This is an optimization exercise on Yosys and OpenROAD, whose aim is a short achievable clock period and few clock cycles per item, not a production implementation.
The RTL was checked by simulation tests, not by an equivalence proof against the original design.
Power and IR drop assume default switching activity.

==> flow/design.v <==
`timescale 1ns / 1ps
`default_nettype none
package blre_pkg;
    localparam int MAX_WIDTH = 1024;
    localparam int COL_W     = $clog2(MAX_WIDTH);
    localparam int WID_W     = 13;
    localparam int HGT_W     = 15;
    localparam int CFG_W     = 15;
    localparam int CFG_IDX_W = 2;
    localparam int V_W       = 24;    
    localparam int N_W       = 9;     
    localparam int K_W       = 5;
    localparam int B_W       = 6;     
    localparam int EV_DEPTH  = 9;     
    localparam int EV_AW     = $clog2(EV_DEPTH);
    localparam logic [CFG_IDX_W-1:0] CFG_IMAGE_WIDTH   = 2'd0;
    localparam logic [CFG_IDX_W-1:0] CFG_IMAGE_HEIGHT  = 2'd1;
    localparam logic [CFG_IDX_W-1:0] CFG_FILTER_ENABLE = 2'd2;
    typedef struct packed {
        logic           hdr;     
        logic           fbit;    
        logic           pad;     
        logic [N_W-1:0] ones;    
        logic [N_W-1:0] nbits;   
        logic [V_W-1:0] val;     
        logic [K_W-1:0] sh;      
    } t_code;
    typedef struct packed {
        logic           hdr;
        logic           fbit;
        logic           pad;
        logic [7:0]     m0;      
        logic [31:0]    w;       
        logic [B_W-1:0] ol;      
        logic           inw;     
        logic [B_W-1:0] nby;     
        logic           nz;      
        logic           n1;      
    } t_ev;
    localparam int EV_W = 3 + 8 + 32 + B_W + 1 + B_W + 2;
endpackage
`default_nettype wire
`timescale 1ns / 1ps
`default_nettype none
module blre_ram #(
    parameter int DEPTH = 1024,
    parameter int HALF  = 32
) (
    input  wire logic                  i_clk,
    input  wire logic                  i_en,
    input  wire logic [DEPTH/HALF-1:0] i_pos_hi,
    input  wire logic [HALF-1:0]       i_pos_lo,
    input  wire logic                  i_din,
    output logic                       o_dout
);
    logic [DEPTH-1:0] r_sr;
    always_ff @(posedge i_clk) begin
        if (i_en) begin
            for (int i = 0; i < DEPTH - 1; i++) begin
                r_sr[i] <= (i_pos_hi[i / HALF] && i_pos_lo[i % HALF]) ? i_din : r_sr[i+1];
            end
            r_sr[DEPTH-1] <= i_din;
        end
    end
    assign o_dout = r_sr[0];
endmodule
`default_nettype wire
`timescale 1ns / 1ps
`default_nettype none
import blre_pkg::*;
module blre_ctrl (
    input  wire logic                       i_clk,
    input  wire logic                       i_rst_n,
    input  wire logic [COL_W-1:0]           i_wm1,       
    input  wire logic [31:0]                i_pos_hi,    
    input  wire logic [31:0]                i_pos_lo,    
    input  wire logic [HGT_W-1:0]           i_hm1,       
    input  wire logic                       i_w1,        
    input  wire logic                       i_w2,        
    input  wire logic                       i_h1,        
    input  wire logic                       i_h2,        
    input  wire logic                       i_filt,
    input  wire logic                       i_in_valid,
    input  wire logic                       i_in_ready,
    input  wire logic                       i_pixel,
    output logic [1:0]                      o_pix_vld,   
    output logic                            o_code_vld,
    output blre_pkg::t_code                 o_code
);
    logic r0_v, r0_p;
    always_ff @(posedge i_clk) begin
        if (!i_rst_n) begin
            r0_v <= 1'b0;
        end else begin
            r0_v <= i_in_valid && i_in_ready;
        end
        r0_p <= i_pixel;
    end
    logic [COL_W-1:0] r_cl, cl;
    logic [HGT_W-1:0] r_rl, rl;
    logic             r_lc, r_lr;
    logic             r_first;
    logic             r_rownz;
    logic             above;
    logic             last_col, last_row;
    logic             r1_v, r1_f, r1_first, r1_last;
    blre_ram #(.DEPTH(MAX_WIDTH), .HALF(32)) u_line (
        .i_clk    (i_clk),
        .i_en     (r0_v),
        .i_pos_hi (i_pos_hi),
        .i_pos_lo (i_pos_lo),
        .i_din    (r0_p),
        .o_dout   (above)
    );
    always_comb begin
        cl       = r_first ? i_wm1 : r_cl;
        rl       = r_first ? i_hm1 : r_rl;
        last_col = r_first ? i_w1 : r_lc;
        last_row = r_first ? i_h1 : r_lr;
    end
    always_ff @(posedge i_clk) begin
        if (!i_rst_n) begin
            r_first <= 1'b1;
            r_rownz <= 1'b0;
            r1_v    <= 1'b0;
        end else begin
            r1_v <= r0_v;
            if (r0_v) begin
                r_first <= last_col && last_row;
                if (last_col) begin
                    r_rownz <= !last_row;
                end
            end
        end
    end
    always_ff @(posedge i_clk) begin
        if (r0_v) begin
            if (last_col) begin
                r_cl <= i_wm1;
                r_lc <= i_w1;
                r_rl <= rl - HGT_W'(1);
                r_lr <= r_first ? i_h2 : (r_rl == HGT_W'(1));
            end else begin
                r_cl <= cl - COL_W'(1);
                r_lc <= r_first ? i_w2 : (r_cl == COL_W'(1));
                r_rl <= rl;
                r_lr <= last_row;
            end
        end
    end
    always_ff @(posedge i_clk) begin
        r1_f     <= r0_p ^ (i_filt && r_rownz && above);
        r1_first <= r_first;
        r1_last  <= last_col && last_row;
    end
    assign o_pix_vld = {r0_v, r1_v};
    logic             r_color;
    logic [V_W-1:0]   r_val;      
    logic [V_W-1:0]   r_mask;     
    logic             r_full;     
    logic [K_W-1:0]   r_k;
    logic [K_W-1:0]   r_sh;       
    logic [N_W-1:0]   r_ones;     
    logic [N_W-1:0]   r_nb;       
    logic [N_W-1:0]   r_nbn;      
    logic [V_W-1:0]   i_val, i_mask;
    logic             i_full;
    logic [K_W-1:0]   i_k, i_sh;
    logic [N_W-1:0]   i_ones, i_nb, i_nbn;
    logic             differ, restart;
    always_comb begin
        if (r_full) begin
            i_val  = '0;
            i_mask = {r_mask[V_W-2:0], 1'b1};
            i_full = 1'b0;
            i_k    = r_k + K_W'(1);
            i_sh   = r_sh - K_W'(1);
            i_ones = r_nb;
            i_nb   = r_nbn;
            i_nbn  = r_nbn + N_W'(r_k) + N_W'(2);
        end else begin
            i_val  = r_val + V_W'(1);
            i_mask = r_mask;
            i_full = (r_val == (r_mask ^ V_W'(2)));
            i_k    = r_k;
            i_sh   = r_sh;
            i_ones = r_ones;
            i_nb   = r_nb;
            i_nbn  = r_nbn;
        end
        differ  = (r1_f != r_color);
        restart = r1_first || differ;
    end
    always_ff @(posedge i_clk) begin
        if (r1_v) begin
            r_color <= r1_f;
            if (restart) begin
                r_val   <= '0;
                r_mask  <= V_W'(1);
                r_full  <= 1'b1;
                r_k     <= K_W'(1);
                r_sh    <= K_W'(V_W - 1);
                r_ones  <= N_W'(0);
                r_nb    <= N_W'(1);
                r_nbn   <= N_W'(3);
            end else begin
                r_val   <= i_val;
                r_mask  <= i_mask;
                r_full  <= i_full;
                r_k     <= i_k;
                r_sh    <= i_sh;
                r_ones  <= i_ones;
                r_nb    <= i_nb;
                r_nbn   <= i_nbn;
            end
        end
    end
    always_ff @(posedge i_clk) begin
        if (!i_rst_n) begin
            o_code_vld <= 1'b0;
        end else begin
            o_code_vld <= r1_v && (r1_first || r1_last || differ);
        end
        o_code.hdr  <= r1_first;
        o_code.fbit <= r1_f;
        o_code.pad  <= r1_last;
        if (r1_first) begin
            o_code.ones  <= N_W'(0);
            o_code.nbits <= r1_last ? N_W'(1) : N_W'(0);
            o_code.val   <= '0;
            o_code.sh    <= K_W'(V_W - 1);
        end else if (differ) begin
            o_code.ones  <= r_ones;
            o_code.nbits <= r1_last ? r_nb + N_W'(1) : r_nb;
            o_code.val   <= r_val;
            o_code.sh    <= r_sh;
        end else begin
            o_code.ones  <= i_ones;
            o_code.nbits <= i_nb;
            o_code.val   <= i_val;
            o_code.sh    <= i_sh;
        end
    end
endmodule
`default_nettype wire
`timescale 1ns / 1ps
`default_nettype none
import blre_pkg::*;
module blre_pack (
    input  wire logic             i_clk,
    input  wire logic             i_rst_n,
    input  wire logic [10:0]      i_we,       
    input  wire logic [HGT_W-1:0] i_he,       
    input  wire logic             i_filt,
    input  wire logic [1:0]       i_pix_vld,      
    input  wire logic             i_code_vld,
    input  wire blre_pkg::t_code  i_code,
    output logic                  o_in_stall,
    output logic                  o_in_ready,     
    output logic                  o_out_valid,
    input  wire logic             i_out_stall,
    output logic [7:0]            o_out_byte,
    output logic                  o_last_of_batch,
    output logic                  o_end_of_image
);
    logic [2:0]     r_fch;        
    logic           a_v, a_hdr, a_fbit, a_pad;
    logic [2:0]     a_f;
    logic [N_W-1:0] a_q;          
    logic [B_W-1:0] a_nby;
    logic [V_W-1:0] a_val;        
    always_ff @(posedge i_clk) begin
        if (!i_rst_n) begin
            r_fch <= '0;
            a_v   <= 1'b0;
        end else begin
            a_v <= i_code_vld;
            if (i_code_vld) begin
                r_fch <= i_code.pad ? 3'd0 : (r_fch + i_code.nbits[2:0]);
            end
        end
        a_hdr  <= i_code.hdr;
        a_fbit <= i_code.fbit;
        a_pad  <= i_code.pad;
        a_f    <= r_fch;
        a_q    <= {6'd0, r_fch} + i_code.ones;
        a_nby  <= B_W'(({6'd0, r_fch} + i_code.nbits + (i_code.pad ? N_W'(7) : N_W'(0))) >> 3);
        a_val  <= i_code.val << i_code.sh;
    end
    logic           b_v, b_hdr, b_fbit, b_pad;
    logic [2:0]     b_f;
    logic [31:0]    b_w;
    logic [B_W-1:0] b_qb;
    logic           b_qbz, b_qb1;
    logic [B_W-1:0] b_nby;
    logic           b_nz, b_n1;
    always_ff @(posedge i_clk) begin
        if (!i_rst_n) begin
            b_v <= 1'b0;
        end else begin
            b_v <= a_v;
        end
        b_hdr  <= a_hdr;
        b_fbit <= a_fbit;
        b_pad  <= a_pad;
        b_f    <= a_f;
        b_w    <= ~(32'hFFFF_FFFF >> a_q[2:0]) | ({a_val, 8'h00} >> a_q[2:0]);
        b_qb   <= a_q[N_W-1:3];
        b_qbz  <= (a_q[N_W-1:3] == '0);
        b_qb1  <= (a_q[N_W-1:3] == B_W'(1));
        b_nby  <= a_nby;
        b_nz   <= (a_nby == '0);
        b_n1   <= (a_nby == B_W'(1));
    end
    blre_pkg::t_ev c_ev;
    always_comb begin
        c_ev.hdr  = b_hdr;
        c_ev.fbit = b_fbit;
        c_ev.pad  = b_pad;
        c_ev.m0   = (b_qbz ? b_w[31:24] : 8'hFF) & (8'hFF >> b_f);
        c_ev.w    = b_qbz ? {b_w[23:0], 8'h00} : b_w;
        c_ev.ol   = b_qbz ? '0 : b_qb - B_W'(1);
        c_ev.inw  = b_qbz || b_qb1;
        c_ev.nby  = b_nby;
        c_ev.nz   = b_nz;
        c_ev.n1   = b_n1;
    end
    logic [EV_DEPTH*EV_W-1:0] r_q;
    logic [EV_DEPTH-1:0]      r_wp, r_rp;      
    logic [EV_DEPTH-1:0]      r_cnt;           
    logic                     pop;
    logic [2:0]               infl;
    logic                     owed_hi;
    logic [EV_W-1:0]          head_bits;
    blre_pkg::t_ev            head;
    always_comb begin
        head_bits = '0;
        for (int i = 0; i < EV_DEPTH; i++) begin
            head_bits = head_bits | (r_q[i*EV_W +: EV_W] & {EV_W{r_rp[i]}});
        end
    end
    assign head = blre_pkg::t_ev'(head_bits);
    always_ff @(posedge i_clk) begin
        for (int i = 0; i < EV_DEPTH; i++) begin
            if (r_wp[i]) begin
                r_q[i*EV_W +: EV_W] <= c_ev;
            end
        end
    end
    always_comb begin
        infl    = 3'(i_pix_vld[0]) + 3'(i_pix_vld[1]) + 3'(i_code_vld) + 3'(a_v) + 3'(b_v);
        owed_hi = r_cnt[EV_DEPTH - 3 - infl];
    end
    always_ff @(posedge i_clk) begin
        if (!i_rst_n) begin
            r_wp       <= (EV_DEPTH)'(1);
            r_rp       <= (EV_DEPTH)'(1);
            r_cnt      <= '0;
            o_in_stall <= 1'b0;
            o_in_ready <= 1'b1;
        end else begin
            if (b_v) r_wp <= {r_wp[EV_DEPTH-2:0], r_wp[EV_DEPTH-1]};
            if (pop) r_rp <= {r_rp[EV_DEPTH-2:0], r_rp[EV_DEPTH-1]};
            if (b_v && !pop) begin
                r_cnt <= {r_cnt[EV_DEPTH-2:0], 1'b1};
            end else if (!b_v && pop) begin
                r_cnt <= {1'b0, r_cnt[EV_DEPTH-1:1]};
            end
            o_in_stall <= owed_hi;
            o_in_ready <= !owed_hi;
        end
    end
    logic             r_busy;
    logic             r_hdr;
    logic [2:0]       r_hcnt;
    logic             r_h6;        
    logic             r_L;         
    logic             r_fbit;
    logic             r_pad;
    logic             r_first;
    logic [7:0]       r_m0;
    logic [31:0]      r_w;
    logic [B_W-1:0]   r_ol;
    logic             r_inw;
    logic [B_W-1:0]   r_nby;
    logic             r_nz, r_n1;
    logic [7:0]       r_acc;
    logic             r_sv;        
    logic             go;
    logic             done;
    logic             push;
    logic [7:0]       p_byte;
    logic             p_last, p_eoi;
    logic [7:0]       hbyte;
    always_comb begin
        case (r_hcnt)
            3'd0:    hbyte = 8'hBB;
            3'd1:    hbyte = 8'hAD;
            3'd2:    hbyte = {5'b00000, i_we[10:8]};
            3'd3:    hbyte = i_we[7:0];
            3'd4:    hbyte = {1'b0, i_he[14:8]};
            3'd5:    hbyte = i_he[7:0];
            default: hbyte = {6'b000000, i_filt, r_fbit};
        endcase
        go     = r_busy && !r_sv;
        done   = 1'b0;
        push   = 1'b0;
        p_last = 1'b0;
        p_eoi  = 1'b0;
        if (r_hdr) begin
            p_byte = hbyte;
        end else if (r_first) begin
            p_byte = r_acc | r_m0;
        end else if (r_inw) begin
            p_byte = r_w[31:24];
        end else begin
            p_byte = 8'hFF;
        end
        if (go) begin
            if (r_hdr) begin
                push   = 1'b1;
                p_last = r_h6 && r_nz;
            end else begin
                push   = !r_nz;
                p_last = r_n1;
                p_eoi  = r_n1 && r_pad;
            end
            done = r_L;
        end
        pop = (!r_busy || done) && r_cnt[0];
    end
    always_ff @(posedge i_clk) begin
        if (!i_rst_n) begin
            r_busy <= 1'b0;
            r_acc  <= '0;
        end else begin
            if (go && !r_hdr) begin
                if (r_nz) begin
                    r_acc <= r_acc | r_m0;
                end else if (r_n1) begin
                    if (r_pad) begin
                        r_acc <= '0;
                    end else if (!r_first && r_inw) begin
                        r_acc <= r_w[23:16];
                    end else begin
                        r_acc <= r_w[31:24];
                    end
                end
            end
            if (pop) begin
                r_busy <= 1'b1;
            end else if (done) begin
                r_busy <= 1'b0;
            end
        end
    end
    always_ff @(posedge i_clk) begin
        if (pop) begin
            r_hdr   <= head.hdr;
            r_hcnt  <= '0;
            r_h6    <= 1'b0;
            r_L     <= !head.hdr && (head.nz || head.n1);
            r_fbit  <= head.fbit;
            r_pad   <= head.pad;
            r_first <= 1'b1;
            r_m0    <= head.m0;
            r_w     <= head.w;
            r_ol    <= head.ol;
            r_inw   <= head.inw;
            r_nby   <= head.nby;
            r_nz    <= head.nz;
            r_n1    <= head.n1;
        end else if (go) begin
            if (r_hdr) begin
                r_hcnt <= r_hcnt + 3'd1;
                r_h6   <= (r_hcnt == 3'd5);
                r_L    <= r_h6 ? r_n1 : ((r_hcnt == 3'd5) && r_nz);
                if (r_h6) begin
                    r_hdr <= 1'b0;
                end
            end else begin
                r_first <= 1'b0;
                if (!r_first) begin
                    if (r_inw) begin
                        r_w <= {r_w[23:0], 8'h00};
                    end else begin
                        r_ol  <= r_ol - B_W'(1);
                        r_inw <= (r_ol == B_W'(1));
                    end
                end
                r_nby <= r_nby - B_W'(1);
                r_n1  <= (r_nby == B_W'(2));
                r_L   <= (r_nby == B_W'(2));
            end
        end
    end
    logic       r_ov, r_ol_o, r_oe;
    logic [7:0] r_ob;
    logic       r_nov;
    logic       r_cl, r_ce;
    logic [7:0] r_cb;
    logic       r_sl, r_se;
    logic [7:0] r_sb;
    logic       free;
    logic       ov_next;
    logic [9:0] o_new;
    always_comb begin
        free    = r_nov || !i_out_stall;
        o_new   = r_sv ? {r_se, r_sl, r_sb} : {p_eoi, p_last, p_byte};
        ov_next = (!r_nov && i_out_stall) || r_sv || push;
    end
    always_ff @(posedge i_clk) begin
        if (!i_rst_n) begin
            r_ov  <= 1'b0;
            r_nov <= 1'b1;
            r_sv  <= 1'b0;
        end else begin
            r_ov  <= ov_next;
            r_nov <= !ov_next;
            r_sv  <= !free && (r_sv || push);
        end
    end
    always_ff @(posedge i_clk) begin
        {r_oe, r_ol_o, r_ob} <= free ? o_new : {r_ce, r_cl, r_cb};
        if (free) begin
            {r_ce, r_cl, r_cb} <= o_new;
        end
        if (push) begin
            r_sb <= p_byte;
            r_sl <= p_last;
            r_se <= p_eoi;
        end
    end
    assign o_out_valid     = r_ov;
    assign o_out_byte      = r_ob;
    assign o_last_of_batch = r_ol_o;
    assign o_end_of_image  = r_oe;
endmodule
`default_nettype wire
`timescale 1ns / 1ps
`default_nettype none
import blre_pkg::*;
module bilevel_run_length_encoder_unit (
    input  wire logic                             i_clk,
    input  wire logic                             i_rst_n,
    input  wire logic                             i_cfg_we,
    input  wire logic [blre_pkg::CFG_IDX_W-1:0]   i_cfg_idx,
    input  wire logic [blre_pkg::CFG_W-1:0]       i_cfg_data,
    input  wire logic                             i_in_valid,
    output logic                                  o_in_stall,
    input  wire logic                             i_pixel,
    output logic                                  o_out_valid,
    input  wire logic                             i_out_stall,
    output logic [7:0]                            o_out_byte,
    output logic                                  o_last_of_batch,
    output logic                                  o_end_of_image
);
    logic [WID_W-1:0] r_w;
    logic [HGT_W-1:0] r_h;
    logic             r_f;
    logic [10:0]      r_we;
    logic [COL_W-1:0] r_wm1;
    logic [HGT_W-1:0] r_he;
    logic [HGT_W-1:0] r_hm1;
    logic [31:0]      r_pos_hi, r_pos_lo;
    logic             r_w1, r_w2, r_h1, r_h2;    
    logic             w_zero, w_big;
    logic [4:0]       lo_idx, hi_idx;
    logic [1:0]       pix_vld;
    logic             code_vld;
    logic             in_ready;
    blre_pkg::t_code  code;
    always_ff @(posedge i_clk) begin
        if (!i_rst_n) begin
            r_w <= WID_W'(1);
            r_h <= HGT_W'(1);
            r_f <= 1'b0;
        end else if (i_cfg_we) begin
            case (i_cfg_idx)
                CFG_IMAGE_WIDTH:   r_w <= i_cfg_data[WID_W-1:0];
                CFG_IMAGE_HEIGHT:  r_h <= i_cfg_data[HGT_W-1:0];
                CFG_FILTER_ENABLE: r_f <= i_cfg_data[0];
                default: ;
            endcase
        end
    end
    always_comb begin
        w_zero = (r_w == '0);
        w_big  = (r_w > WID_W'(MAX_WIDTH));
        lo_idx = r_w[4:0] - 5'd1;
        hi_idx = r_w[9:5] - {4'd0, (r_w[4:0] == 5'd0)};
    end
    always_ff @(posedge i_clk) begin
        if (w_zero) begin
            r_wm1    <= '0;
            r_pos_hi <= 32'd1;
            r_pos_lo <= 32'd1;
        end else if (w_big) begin
            r_wm1    <= COL_W'(MAX_WIDTH - 1);
            r_pos_hi <= 32'h8000_0000;
            r_pos_lo <= 32'h8000_0000;
        end else begin
            r_wm1    <= COL_W'(r_w - WID_W'(1));
            r_pos_hi <= 32'd1 << hi_idx;
            r_pos_lo <= 32'd1 << lo_idx;
        end
        if (r_h == '0) begin
            r_hm1 <= '0;
        end else begin
            r_hm1 <= r_h - HGT_W'(1);
        end
        r_w1 <= (r_w == WID_W'(0)) || (r_w == WID_W'(1));
        r_w2 <= (r_w == WID_W'(2));
        r_h1 <= (r_h == HGT_W'(0)) || (r_h == HGT_W'(1));
        r_h2 <= (r_h == HGT_W'(2));
        r_we <= {1'b0, r_wm1} + 11'd1;
        r_he <= r_hm1 + HGT_W'(1);
    end
    blre_ctrl u_ctrl (
        .i_clk      (i_clk),
        .i_rst_n    (i_rst_n),
        .i_wm1      (r_wm1),
        .i_pos_hi   (r_pos_hi),
        .i_pos_lo   (r_pos_lo),
        .i_hm1      (r_hm1),
        .i_w1       (r_w1),
        .i_w2       (r_w2),
        .i_h1       (r_h1),
        .i_h2       (r_h2),
        .i_filt     (r_f),
        .i_in_valid (i_in_valid),
        .i_in_ready (in_ready),
        .i_pixel    (i_pixel),
        .o_pix_vld  (pix_vld),
        .o_code_vld (code_vld),
        .o_code     (code)
    );
    blre_pack u_pack (
        .i_clk           (i_clk),
        .i_rst_n         (i_rst_n),
        .i_we            (r_we),
        .i_he            (r_he),
        .i_filt          (r_f),
        .i_pix_vld       (pix_vld),
        .i_code_vld      (code_vld),
        .i_code          (code),
        .o_in_stall      (o_in_stall),
        .o_in_ready      (in_ready),
        .o_out_valid     (o_out_valid),
        .i_out_stall     (i_out_stall),
        .o_out_byte      (o_out_byte),
        .o_last_of_batch (o_last_of_batch),
        .o_end_of_image  (o_end_of_image)
    );
endmodule
`default_nettype wire
==> flow/flow/run.sh <==
#!/bin/bash
set -euo pipefail
W=$(pwd)
make -C "$FLOW_HOME" DESIGN_CONFIG="$W/config.mk" WORK_HOME="$W/orfs" CLKGATE_MAP_FILE= \
    SYNTH_SCRIPT="$W/synth_recipe.tcl" \
    CORE_UTILIZATION=70 CORE_MARGIN=2 PLACE_DENSITY=0.85 CAP_MARGIN=20 SLEW_MARGIN=20 \
    CTS_CLUSTER_SIZE=30 CTS_CLUSTER_DIAMETER=100 \
    SETUP_SLACK_MARGIN=5.6 finish > "$W/make_finish.log" 2>&1
R="$W/orfs/results/$FLOW_PLATFORM/bilevel_run_length_encoder_unit/base"
: # left out here: write the final layout as DEF
==> flow/standard.sh <==
#!/bin/bash
# synth_recipe.tcl (not shown) runs the flow's synth.tcl, then flattens the netlist and writes it again
# the make line also repeats each setting of config.mk as NAME=value (left out here)
make -C /OpenROAD-flow-scripts/flow DESIGN_CONFIG=/design/flow/config.mk WORK_HOME=/design/flow/orfs CLKGATE_MAP_FILE= SYNTH_SCRIPT=/design/flow/synth_recipe.tcl "${@:-finish}"
==> flow/config.mk <==
export PLATFORM = sky130hd
export DESIGN_NAME = bilevel_run_length_encoder_unit
export DESIGN_NICKNAME = bilevel_run_length_encoder_unit
export VERILOG_FILES = /design/flow/design.v
export SDC_FILE = /design/flow/constraint.sdc
export NUM_CORES = 4
export LEC_CHECK = 0
export CAP_MARGIN = 20
export CORE_MARGIN = 2
export CORE_UTILIZATION = 70
export CTS_CLUSTER_DIAMETER = 100
export CTS_CLUSTER_SIZE = 30
export PLACE_DENSITY = 0.85
export SETUP_SLACK_MARGIN = 5.0
export SLEW_MARGIN = 20
==> flow/constraint.sdc <==
create_clock -name core_clock -period 8.0 [get_ports {i_clk}]
set_input_delay 1.6000 -clock core_clock [delete_from_list [all_inputs] [get_ports {i_clk}]]
set_output_delay 1.6000 -clock core_clock [all_outputs]
set_load 0.01 [all_outputs]
==> impl_metrics.csv <==
group,metric,value,unit
min_path,hold_path_class,"register to register",
clock_tree,cts_tree,"done",
detailed_routing,wl,203000,µm
final_layout,area_delta_synth_final,5.65,%
critical_path,critPathMostFrequentCell,"ha_4",
synth,synth_nets,6671,
status,outcome,"complete, no violations",
critical_path,r2r-end,"u_pack.o_in_stall",
grt,antenna_found_initial,2,
synth,synth.area.top_cells,"edfxtp_1 (58%), mux2_2 (14%), dfxtp_1 (8.2%)",
final_layout,final_common_cell,"edfxtp_1",
placed_design,port_buffers,34,
synth,synth_edf_count,1728,
grt,grt_pass1_vias,51100,
detailed_routing,wl_per_cell,25.2,µm
critical_path,reg2reg_from,"u_ctrl.r1_v",
synth,ys_seq_elements,2094,
sta,hold_viol,0,
synth,synthDistinctLibCells,79,
synth,ys_dominant_reg_cell,"edfxtp_1",
critical_path,critical-path-top-delay-family,"adder cells",
placed_design,dp.final_hpwl,113000,µm
critical_path,criticalPathCategory,"register to register",
detailed_routing,ant_nets,0,
critical_path,endpoint_kind,"register",
synth,netlist_instances,6590,
die,die_y,362,µm
sta,tightestPinTransition,1.32,ns
pwr,ir_worst_vdd,191,µV
die,core_area,127000,µm²
pwr,power,19400,µW
critical_path,crit_arrival,3.76,ns
clock_tree,htree_levels,3,
final_layout,finalNetCount,6429,
grt,gr-total-overflow,0,
min_path,min_to,"u_pack.a_hdr",
min_path,min_from,"u_ctrl.o_code[49]",
sta,post-route-period-util,39.1,%
critical_path,critical_path_buf_inv_count,3,
final_layout,layout_common_cells,"edfxtp_1 (1728), nand2_1 (1283), mux2_2 (1082)",
clock_tree,clockBufferDepth,3,
sta,fin_crit,3.13,ns
detailed_routing,drc,0,
synth,yosys_warnings,4,
critical_path,cpMaxStageDelayCell,"fa_2",
die,rows,131,
critical_path,critPathLaunchType,"register",
critical_path,r2r_cells,11,
pwr,cellLeakagePower,0.0313,µW
critical_path,crit_fanout,2,
grt,grt_pass1_wl,305000,µm
clock_tree,cts_buffers,79,
die,dieArea,131000,µm²
sta,max_slew_margin,12.3,%
final_layout,drive_gt1_share,24.2,%
die,start_util,70.4,%
critical_path,path_cells,"buf_12 > ha_4 > inv_2 > fa_1 > inv_1 > ha_2 > fa_2 > ha_4 > mux4_2 > mux2_4 > and3_4",
synth,netlist_area,89600,µm²
synth,async_flop_share,0,%
detailed_routing,vias_per_cell,6.56,
sta,drv_slew,0,
die,die_w,362,µm
placed_design,pre_cts_ws,3.91,ns
sta,rsz0062_at_grt,"true",
synth,ys_seq_area_share,66.1,%
detailed_routing,vias,53000,
critical_path,required,8.63,ns
sta,layout_setup_ws,4.87,ns
synth,syn_avg_cell_area,13.6,µm²
clock_tree,cts_root_buffer,"clkbuf_16",
clock_tree,cts.reportedPaths.clkPinSlew,0.12,ns
final_layout,utilization,74.3,%
critical_path,slowest_delay,0.58,ns
sta,finClkSkew,0.0395,ns
clock_tree,clock_sinks,2094,
sta,fmax,320,MHz
grt,track_usage,30.3,%
synth,synth.largest_area_cell,"edfxtp_1",
grt,grt_max_degree,266,
synth,synth_top_area_share,57.9,%
pwr,powerDensity,204,nW/µm²
placed_design,globalplace.congestion,0.860,
sta,setup_viol,0,
detailed_routing,drtIter0Drc,6824,
job,max_cap_viol_count,0,
min_path,whs_path_depth,0,
critical_path,reg2reg_setup_slack,4.87,ns
detailed_routing,firstDrtPassIters,14,
die,ios,35,
clock_tree,clock_latency,0.73,ns
[cells in the mapped netlist (21+ instances only)]
library cell,n
dfxtp_1,366
nand2_1,1286
and3_1,38
buf_1,26
a221oi_1,60
nor2b_1,23
inv_1,67
nor3_1,58
clkbuf_1,429
buf_2,48
mux2_2,1084
xnor2_1,82
a22oi_1,98
edfxtp_1,1728
a21oi_1,100
xor2_1,76
a21o_1,23
ha_1,51
mux2i_1,114
nor2_1,246
o21ai_0,106
a22o_1,26
nand2b_1,22
nand3_1,89
a222oi_1,61
nor4_1,21
[stage by stage]
stage          area [µm²]  hold WS, ns  instances  setup TNS, ns
3_5_place_dp        91100        0.312       7879              0
2_1_floorplan       89700        0.310       6590          -5.38
5_1_grt             94700        0.348       8077              0
3_3_place_gp        91000        0.312       7877              0
4_1_cts             94300        0.337       8066              0
6_report            94700        0.338       8077              0
[cells by family after synthesis]
logic type / Yosys count / share of synthesized area [%]
buffers and inverters: 576 / 2.50
DFF: 2094 / 66.1
and+or+nand+nor: 1872 / 8.70
adders and majority gates: 58 / 0.869
AOI/OAI and AO/OA: 614 / 4.91
xor gates and xnor gates: 158 / 1.54
muxes: 1218 / 15.4
[registers in the layout, indices dropped and copies added, names as in the netlist, 13 cells and up]
name,count
r_hm1,15
r_h,15
u_ctrl.r_val,24
u_pack.a_val,24
u_ctrl.r_mask,23
u_ctrl.r_rl,15
r_he,15
u_ctrl.o_code,50
u_pack.b_w,31
r_w,13
u_pack.r_w,31
u_ctrl.u_line.r_sr,1024
r_pos_hi,32
r_pos_lo,32
u_pack.r_q,513
[routing by layer]
layer	track usage, %	share of wire [%]	up-vias	routed length, µm
met5	0	0	-	0
met4	13.2	4.6	0	9280
met3	3.35	7.5	453	15300
met2	51.1	50	2491	101000
met1	40.4	38	26500	77500
li1	-	-	23500	-
[repair_timing]
action / in CTS / in global routing
setup endpoints to repair: 1112 / 475
endpoints found under the hold margin: 0 / 0
gates cloned: 7 / 2
pin swaps: 23 / 8
hold buffers: 0 / 0
setup buffers: 34 / 7
resized for setup: 172 / 62
[report_power, final]
part | switching (µW) | internal, µW | leakage (µW)
Clock | 3160 | 1940 | 0.00108
Sequential | 323 | 12300 | 0.0192
Combinational | 990 | 626 | 0.0109
[layout make-up]
cell class                      count  area, µm²
Antenna cell                        2       5.00
Clock buffer                      141       2230
Clock inverter                      5       51.3
Fill cell                        7510      32700
Inverter                           70        280
Multi-Input combinational cell   3921      28700
Sequential cell                  2094      59400
Tap cell                         1662       2080
Timing Repair Buffer              180       1980
Timing Repair inverter              2       10.0
[worst max-delay path by stage]
stage	start	endpoint	slack (ns)	cells past startpoint
after floorplan	u_ctrl.r0_v	u_pack.o_in_stall	-2.56	10
after global placement	i_rst_n	u_pack.r_nov	3.95	4
after detailed placement	u_ctrl.r0_v	u_ctrl.u_line.r_sr[162]	3.91	3
after CTS	u_ctrl.r1_v	u_pack.o_in_stall	4.88	11
after global routing	u_ctrl.r1_v	u_pack.o_in_ready	4.83	12
final	u_ctrl.r1_v	u_pack.o_in_stall	4.87	11
Testbench counts, summed over its fixed seeds: cycles 87,123, pixels 86,579.

## re-timing with driven ports
Ports are ideal in the flow. The routed layout listed here was re-timed in OpenROAD.
Step 1 sets driving cells, clkbuf_16 on the clock port and buf_2 on the other inputs (assumed; they add their load-dependent delay and slew).
Step 2 also shifts input and output timing later by t, the mid clock arrival at the registers, as if the neighbouring blocks saw the same clock.
Three values: no drivers, after step 1, after step 2; two values: the first two.
t, ns: 0.788
slack for setup (ns): 4.872 / 4.872 / 4.872
worst data-port slew with drivers (ns): 0.12
After both steps this run still meets setup and hold. For this run, drivers alone change the setup slack by 0.000 ns; drivers and shift together by 0.000 ns.
